Background: an optimization exercise with open tools, aiming at small area, a short achievable clock period and few clock cycles per item. Do not read the settings as production practice.
Only simulation tests tie the RTL to the original design; equivalence was not proved.
No activity file was given, so power comes from the tool's default toggle rates.

===== design/flow/design.v =====
package slt_pkg;
    localparam int CMD_W         = 2;
    localparam int STATUS_W      = 2;
    localparam int FOUND_INDEX_W = 4;
    localparam int COUNT_W       = 5;
    localparam int SUM_W         = 36;
    localparam logic [CMD_W-1:0] CMD_INSERT = 2'd0;
    localparam logic [CMD_W-1:0] CMD_REMOVE = 2'd1;
    localparam logic [CMD_W-1:0] CMD_SEARCH = 2'd2;
    localparam logic [CMD_W-1:0] CMD_BELOW  = 2'd3;
    localparam logic [STATUS_W-1:0] STATUS_OK        = 2'd0;
    localparam logic [STATUS_W-1:0] STATUS_NOT_FOUND = 2'd1;
    localparam logic [STATUS_W-1:0] STATUS_FULL      = 2'd2;
    typedef struct packed {
        logic load;    
        logic rd;      
        logic eval;    
        logic fin;     
    } t_dp_ctrl;
    typedef struct packed {
        logic stop;    
    } t_dp_stat;
endpackage
module slt_ctrl (
    input  logic              i_clk,
    input  logic              i_rst_n,
    input  logic              start,
    input  slt_pkg::t_dp_stat i_stat,
    output slt_pkg::t_dp_ctrl o_ctrl,
    output logic              busy
);
    localparam logic [1:0] S_IDLE = 2'd0;
    localparam logic [1:0] S_READ = 2'd1;
    localparam logic [1:0] S_EVAL = 2'd2;
    logic [1:0] r_state;
    logic [1:0] n_state;
    always_comb begin
        n_state = r_state;
        o_ctrl  = '0;
        unique case (r_state)
            S_IDLE: begin
                if (start) begin
                    o_ctrl.load = 1'b1;
                    n_state     = S_READ;
                end
            end
            S_READ: begin
                if (i_stat.stop) begin
                    o_ctrl.fin = 1'b1;
                    n_state    = S_IDLE;
                end else begin
                    o_ctrl.rd = 1'b1;
                    n_state   = S_EVAL;
                end
            end
            S_EVAL: begin
                o_ctrl.eval = 1'b1;
                n_state     = S_READ;
            end
            default: begin
                n_state = S_IDLE;
            end
        endcase
    end
    always_ff @(posedge i_clk) begin
        if (!i_rst_n) begin
            r_state <= S_IDLE;
        end else begin
            r_state <= n_state;
        end
    end
    assign busy = (r_state != S_IDLE);
endmodule
module slt_datapath #(
    parameter int DEPTH       = 16,
    parameter int VALUE_WIDTH = 32
) (
    input  logic                                 i_clk,
    input  logic                                 i_rst_n,
    input  logic [slt_pkg::CMD_W-1:0]            i_command,
    input  logic signed [VALUE_WIDTH-1:0]        i_value,
    input  slt_pkg::t_dp_ctrl                    i_ctrl,
    output slt_pkg::t_dp_stat                    o_stat,
    output logic                                 o_valid,
    output logic [slt_pkg::STATUS_W-1:0]         o_status,
    output logic [slt_pkg::FOUND_INDEX_W-1:0]    o_found_index,
    output logic [slt_pkg::COUNT_W-1:0]          o_count_below,
    output logic [slt_pkg::COUNT_W-1:0]          o_entry_count,
    output logic signed [slt_pkg::SUM_W-1:0]     o_total_sum
);
    localparam int IDX_W = $clog2(DEPTH);
    localparam int CNT_W = $clog2(DEPTH + 1);
    localparam int EXT_W = (VALUE_WIDTH > slt_pkg::SUM_W) ? VALUE_WIDTH : slt_pkg::SUM_W;
    logic [VALUE_WIDTH-1:0] mem [DEPTH];
    logic [slt_pkg::CMD_W-1:0]              r_cmd;
    logic signed [VALUE_WIDTH-1:0] r_value;
    logic signed [VALUE_WIDTH-1:0] r_rdata;
    logic [CNT_W-1:0]              r_count;
    logic [slt_pkg::SUM_W-1:0]              r_sum;
    logic [CNT_W-1:0]              r_left;
    logic [IDX_W-1:0]              r_ptr;
    logic                          r_done;
    logic                          r_found;
    logic [CNT_W-1:0]              r_below;
    logic [IDX_W-1:0]              r_hit_idx;
    logic                          r_valid;
    logic [slt_pkg::STATUS_W-1:0]           r_status;
    logic [slt_pkg::FOUND_INDEX_W-1:0]      r_found_index;
    logic [slt_pkg::COUNT_W-1:0]            r_count_below;
    logic                          is_ins;
    logic                          is_rem;
    logic                          is_srch;
    logic                          is_below;
    logic                          full;
    logic                          d_lt;
    logic                          d_eq;
    logic [CNT_W-1:0]              left_m1;
    logic [IDX_W-1:0]              ptr_m1;
    logic [IDX_W-1:0]              rd_addr;
    logic signed [EXT_W-1:0]       v_ext;
    logic [slt_pkg::SUM_W-1:0]              v_sum;
    logic                          we;
    logic [IDX_W-1:0]              waddr;
    logic [VALUE_WIDTH-1:0]        wdata;
    assign is_ins   = (r_cmd == slt_pkg::CMD_INSERT);
    assign is_rem   = (r_cmd == slt_pkg::CMD_REMOVE);
    assign is_srch  = (r_cmd == slt_pkg::CMD_SEARCH);
    assign is_below = (r_cmd == slt_pkg::CMD_BELOW);
    assign full     = (r_count == CNT_W'(DEPTH));
    assign d_lt     = (r_rdata < r_value);
    assign d_eq     = (r_rdata == r_value);
    assign left_m1  = r_left - 1'b1;
    assign ptr_m1   = r_ptr - 1'b1;
    assign rd_addr  = is_ins ? left_m1[IDX_W-1:0] : r_ptr;
    assign v_ext    = EXT_W'(r_value);
    assign v_sum    = v_ext[slt_pkg::SUM_W-1:0];
    assign o_stat.stop = (r_left == '0) || r_done;
    always_comb begin
        we    = 1'b0;
        waddr = r_left[IDX_W-1:0];
        wdata = r_rdata;
        if (i_ctrl.eval) begin
            if (is_ins && !d_lt) begin
                we = 1'b1;
            end else if (is_rem && r_found) begin
                we    = 1'b1;
                waddr = ptr_m1;
            end
        end else if (i_ctrl.fin && is_ins && !full) begin
            we    = 1'b1;
            wdata = r_value;
        end
    end
    always_ff @(posedge i_clk) begin
        if (we) begin
            mem[waddr] <= wdata;
        end
        if (i_ctrl.rd) begin
            r_rdata <= mem[rd_addr];
        end
    end
    always_ff @(posedge i_clk) begin
        if (i_ctrl.load) begin
            r_cmd     <= i_command;
            r_value   <= i_value;
            r_left    <= ((i_command == slt_pkg::CMD_INSERT) && full) ? '0 : r_count;
            r_ptr     <= '0;
            r_done    <= 1'b0;
            r_found   <= 1'b0;
            r_below   <= '0;
            r_hit_idx <= '0;
        end else if (i_ctrl.eval) begin
            if (is_ins) begin
                if (d_lt) begin
                    r_done <= 1'b1;
                end else begin
                    r_left <= left_m1;
                end
            end else if (is_srch && d_eq) begin
                r_found   <= 1'b1;
                r_done    <= 1'b1;
                r_hit_idx <= r_ptr;
            end else begin
                if (is_rem && d_eq) begin
                    r_found <= 1'b1;
                end
                if (is_below && d_lt) begin
                    r_below <= r_below + 1'b1;
                end
                r_ptr  <= r_ptr + 1'b1;
                r_left <= left_m1;
            end
        end
    end
    always_ff @(posedge i_clk) begin
        if (i_ctrl.fin) begin
            r_found_index <= '0;
            r_count_below <= '0;
            case (r_cmd)
                slt_pkg::CMD_INSERT: begin
                    r_status <= full ? slt_pkg::STATUS_FULL : slt_pkg::STATUS_OK;
                end
                slt_pkg::CMD_REMOVE: begin
                    r_status <= r_found ? slt_pkg::STATUS_OK : slt_pkg::STATUS_NOT_FOUND;
                end
                slt_pkg::CMD_SEARCH: begin
                    r_status <= r_found ? slt_pkg::STATUS_OK : slt_pkg::STATUS_NOT_FOUND;
                    if (r_found) begin
                        r_found_index <= slt_pkg::FOUND_INDEX_W'(r_hit_idx);
                    end
                end
                default: begin
                    r_status      <= slt_pkg::STATUS_OK;
                    r_count_below <= slt_pkg::COUNT_W'(r_below);
                end
            endcase
        end
    end
    always_ff @(posedge i_clk) begin
        if (!i_rst_n) begin
            r_count <= '0;
            r_sum   <= '0;
            r_valid <= 1'b0;
        end else begin
            r_valid <= i_ctrl.fin;
            if (i_ctrl.fin) begin
                if (is_ins && !full) begin
                    r_count <= r_count + 1'b1;
                    r_sum   <= r_sum + v_sum;
                end else if (is_rem && r_found) begin
                    r_count <= r_count - 1'b1;
                    r_sum   <= r_sum - v_sum;
                end
            end
        end
    end
    assign o_valid       = r_valid;
    assign o_status      = r_status;
    assign o_found_index = r_found_index;
    assign o_count_below = r_count_below;
    assign o_entry_count = slt_pkg::COUNT_W'(r_count);
    assign o_total_sum   = r_sum;
endmodule
module sorted_list_table #(
    parameter int DEPTH       = 16,
    parameter int VALUE_WIDTH = 32
) (
    input  logic                                 i_clk,
    input  logic                                 i_rst_n,
    input  logic                                 start,
    output logic                                 busy,
    input  logic [slt_pkg::CMD_W-1:0]            i_command,
    input  logic signed [VALUE_WIDTH-1:0]        i_value,
    output logic                                 o_valid,
    output logic [slt_pkg::STATUS_W-1:0]         o_status,
    output logic [slt_pkg::FOUND_INDEX_W-1:0]    o_found_index,
    output logic [slt_pkg::COUNT_W-1:0]          o_count_below,
    output logic [slt_pkg::COUNT_W-1:0]          o_entry_count,
    output logic signed [slt_pkg::SUM_W-1:0]     o_total_sum
);
    localparam logic [slt_pkg::COUNT_W-1:0] FULL_COUNT = slt_pkg::COUNT_W'(DEPTH);
    slt_pkg::t_dp_ctrl ctrl;
    slt_pkg::t_dp_stat stat;
    slt_ctrl u_ctrl (
        .i_clk   (i_clk),
        .i_rst_n (i_rst_n),
        .start   (start),
        .i_stat  (stat),
        .o_ctrl  (ctrl),
        .busy    (busy)
    );
    slt_datapath #(
        .DEPTH       (DEPTH),
        .VALUE_WIDTH (VALUE_WIDTH)
    ) u_dp (
        .i_clk         (i_clk),
        .i_rst_n       (i_rst_n),
        .i_command     (i_command),
        .i_value       (i_value),
        .i_ctrl        (ctrl),
        .o_stat        (stat),
        .o_valid       (o_valid),
        .o_status      (o_status),
        .o_found_index (o_found_index),
        .o_count_below (o_count_below),
        .o_entry_count (o_entry_count),
        .o_total_sum   (o_total_sum)
    );
endmodule

===== design/flow/run.sh =====
#!/bin/bash
# synth_recipe.tcl (not shown) runs the flow's synth.tcl, then flattens the netlist and writes it again
# the make line also repeats each setting of config.mk as NAME=value (left out here)
make -C /OpenROAD-flow-scripts/flow DESIGN_CONFIG=/design/flow/config.mk WORK_HOME=/design/flow/orfs CLKGATE_MAP_FILE= SYNTH_SCRIPT=/design/flow/synth_recipe.tcl finish

===== design/flow/config.mk =====
export PLATFORM = sky130hd
export DESIGN_NAME = sorted_list_table
export DESIGN_NICKNAME = sorted_list_table
export VERILOG_FILES = /design/flow/design.v
export SDC_FILE = /design/flow/constraint.sdc
export NUM_CORES = 4
export LEC_CHECK = 0
export CAP_MARGIN = 20
export CORE_MARGIN = 2
export CORE_UTILIZATION = 40
export SLEW_MARGIN = 20

===== design/flow/constraint.sdc =====
create_clock -name core_clock -period 5.0 [get_ports {i_clk}]
set_input_delay 1.0000 -clock core_clock [delete_from_list [all_inputs] [get_ports {i_clk}]]
set_output_delay 1.0000 -clock core_clock [all_outputs]
set_load 0.01 [all_outputs]

==> qor.csv <==
metric,value,unit
floorplan core area,0.0703,mm2
Nets,2024,
grt ovf,0,
die width,271,um
drt drc,0,
area delta synth->final,16.8,%
CTS resizes,0,
RSZ-0062 raised after global routing,no,
"Avg Cell Area, Syn",16.2,um2
fillcell total,5899,
htree depth,3,
most frequent cells in the layout,"594 x edfxtp_1, 128 x mux4_2, 107 x a21oi_1",
worst hold path class,register to register,
post-CTS setup buffers,0,
fin crit period,4.49,ns
Psw,2.89,mW
vias in the first global route,16300,
multi-input logic area,0.00920,mm2
Pwr Total,12.4,mW
Final Core Density,0.474,
Yosys Warn Count,2,
Ports,91,
synthesized cell area,0.0285,mm2
sw frac,0.234,
status,"complete, no violations",
Slew headroom,0.400,
CP Launch Type,register,
Fmax,223,MHz
CTS tree,built,
Layout Cells excl Fill,2893,
fin crit share,0.898,
ys async rst share,0,
WHS,0.480,ns
cts bufs inserted,69,
setup violators final,0,
worst skew pair latency,0.62,ns
first-pass GRT wire length,104,mm
"commonest non-fill, non-tap cell in the layout",edfxtp_1,
Final Max Tran Viols,0,
via/cell ratio,5.59,
Reg area,0.0190,mm2
"EDFF count, synth",594,
GRT Overall Usage,0.189,
Crit Path Max Fanout,6,
Post-Syn Nets,1885,
Worst setup EP type,register,
site row count,97,
share of total power in the clock network,0.408,
DR pass1 iterations,5,
Comb pwr share,0.097,
clk slew on worst S/H paths,0.06,ns
Port Buffers,90,
internal power,9.49,mW
DRT met1 WL,30.4,mm
Die Ht,271,um
post-synthesis register bit count,653,
Antenna Cells,0,
post-synthesis sequential area ratio,0.667,
initial antenna violation count,1,
Slew @ Worst Pin,0.899,ns
Pwr per Cell Area,372,mW/mm2
drt total wl,69.4,mm
total of max-cap violations,0,
top layer in use,met4,
worst clock skew,0.0232,ns
Clock Tree Root,clkbuf_16,
Worst EP required,5.47,ns
"Hold Vio Cnt, Final",0,
Leakage,11.1,nW
cts hold-fix bufs,0,
CTS Buffer Depth,3,
Crit Path Category,register to register,
DP Cell Count,2773,
largest net degree at the start of global routing,56,
maximum VDD drop,0.211,mV
DP Wirelength,44.7,mm
Cell variety after synth,75,
main flop type after synthesis,edfxtp_1,
register share of total power,0.495,
WP data arrival,4.96,ns
met3 wire length,3.63,mm
Detail Route met2 WL,34.0,mm
routed vias,16200,
full die area,0.0734,mm2
Avg WL per Cell,24.0,um
Final GP Congestion,0.850,
layout cell share with drive strength beyond 1,0.177,
Mapped Cells,1765,
drt first-iter violations,1368,
initial core utilization,0.406,
Routed Antenna Nets,0,
CTS Sinks,653,
-- state kept, by name, indices dropped and copies added, names as in the netlist, 4 cells and up --
name and cells:
u_dp.r_ptr 4, u_dp.r_hit_idx 4, u_dp.r_count 5, u_dp.r_rdata 32, u_dp.r_left 5, u_dp.r_below 5
u_dp.r_value 32, u_dp.r_found_index 4, u_dp.r_sum 36, u_dp.r_count_below 5, u_dp.mem 512
-- area by class of cell --
cell class                      count  share of cell area
Tap cell                          940              0.0353
Sequential cell                   653               0.571
Clock buffer                       87              0.0548
Clock inverter                     33              0.0113
Multi-Input combinational cell    975               0.276
Inverter                           61             0.00688
Timing Repair Buffer              144              0.0445
-- power groups by stage --
stage	sequential, mW	combinational (mW)	clock (mW)
2_1_floorplan	6.22	0.827	0
4_1_cts	6.13	1.21	5.16
5_1_grt	6.14	1.31	5.37
3_3_place_gp	6.24	1.19	0
6_report	6.13	1.20	5.05
3_5_place_dp	6.25	1.21	0
-- per-stage QoR --
step | TNS, ns | worst slack (ns) | area [um2]
2_1_floorplan | -94.00 | -0.464 | 28500
3_3_place_gp | 0 | 0.526 | 31100
3_5_place_dp | 0 | 0.528 | 31100
4_1_cts | 0 | 0.499 | 33300
5_1_grt | 0 | 0.240 | 33300
6_report | 0 | 0.510 | 33300
-- per-layer routing --
metal	global-route usage	vias to the layer above
met5	0	-
met4	0.0522	0
met3	0.0307	79
met2	0.313	447
met1	0.259	8353
li1	-	7289
-- worst max-delay path, cell delays in order (launching register included) --
cell and delay (ns):
edfxtp_1 0.45, or4_4 0.52, nor3_2 0.19, and3_1 0.34, and2_2 0.22, nand4_1 0.20
o41ai_2 0.27, xnor2_1 0.16, ha_1 0.31, a21o_1 0.24, o21bai_1 0.16, a221o_1 0.35
a21oi_1 0.18, a2bb2oi_1 0.24, o21a_1 0.17, o211ai_1 0.12, xnor2_1 0.17, nor2_1 0.05
-- cell usage after synthesis, types with 13 or more instances --
library cell | n | area [um2]
a211oi_1 | 39 | 293
a21o_1 | 35 | 263
a21oi_1 | 109 | 546
a31oi_1 | 18 | 113
and2_1 | 13 | 81.3
buf_2 | 28 | 140
clkbuf_1 | 39 | 146
dfxtp_1 | 59 | 1180
edfxtp_1 | 594 | 17800
ha_1 | 81 | 1010
inv_1 | 60 | 225
mux2_2 | 31 | 349
mux2i_1 | 40 | 400
mux4_2 | 128 | 2880
nand2_1 | 90 | 338
nand2b_1 | 16 | 100
nand3_1 | 23 | 115
nand4_1 | 22 | 138
nor2_1 | 56 | 210
nor2b_1 | 35 | 219
o21ai_0 | 35 | 175
xnor2_1 | 54 | 473
-- path summary, 6_finish.rpt --
kind                                         from                 to  slack [ns]  cells after the start
worst min register to register  u_ctrl.r_state[0]  u_ctrl.r_state[0]        0.48                      1
worst min-delay path            u_ctrl.r_state[0]  u_ctrl.r_state[0]        0.48                      1
worst max register to register    u_dp.r_value[7]     u_dp.r_sum[35]        0.51                     17
worst max-delay path              u_dp.r_value[7]     u_dp.r_sum[35]        0.51                     17
-- logic make-up after synthesis --
logic type / count (synthesis) / share of synthesized area
fa+ha+maj: 83 / 0.0370
compound gates: 312 / 0.0708
flops: 653 / 0.667
buf+inv: 137 / 0.0200
mux: 199 / 0.127
xor+xnor: 65 / 0.0200
simple gates: 316 / 0.0577
Testbench counts, summed over its fixed seeds: cycles 331,024, items 16,000.

[re-timing with driven ports]
Ports are ideal in the flow. The routed layout listed here was re-timed in OpenROAD. Step 1 assumes that a clkbuf_16 drives the clock port and a buf_2 every other input. Step 2 adds t to the input delays and takes it off the output delays; t is the mean of the earliest and latest rising clock arrival at the registers after step 1. Input paths then give back, and output paths get back, about the clock's delay inside the block. Three values: ideal ports, drivers, drivers and shift; two values: the first two.
shift t [ns]: 0.671
slack for setup (ns): 0.510 / 0.510 / 0.510
hold WS [ns]: 0.480 / 0.480 / 0.480
worst register clock-pin slew, ns: 0.07 / 0.07
worst slew at a driven data input, ns: 0.08
After both steps setup and hold are still met in this run. For this run, drivers alone change the setup slack by 0.000 ns; drivers and shift together by 0.000 ns.
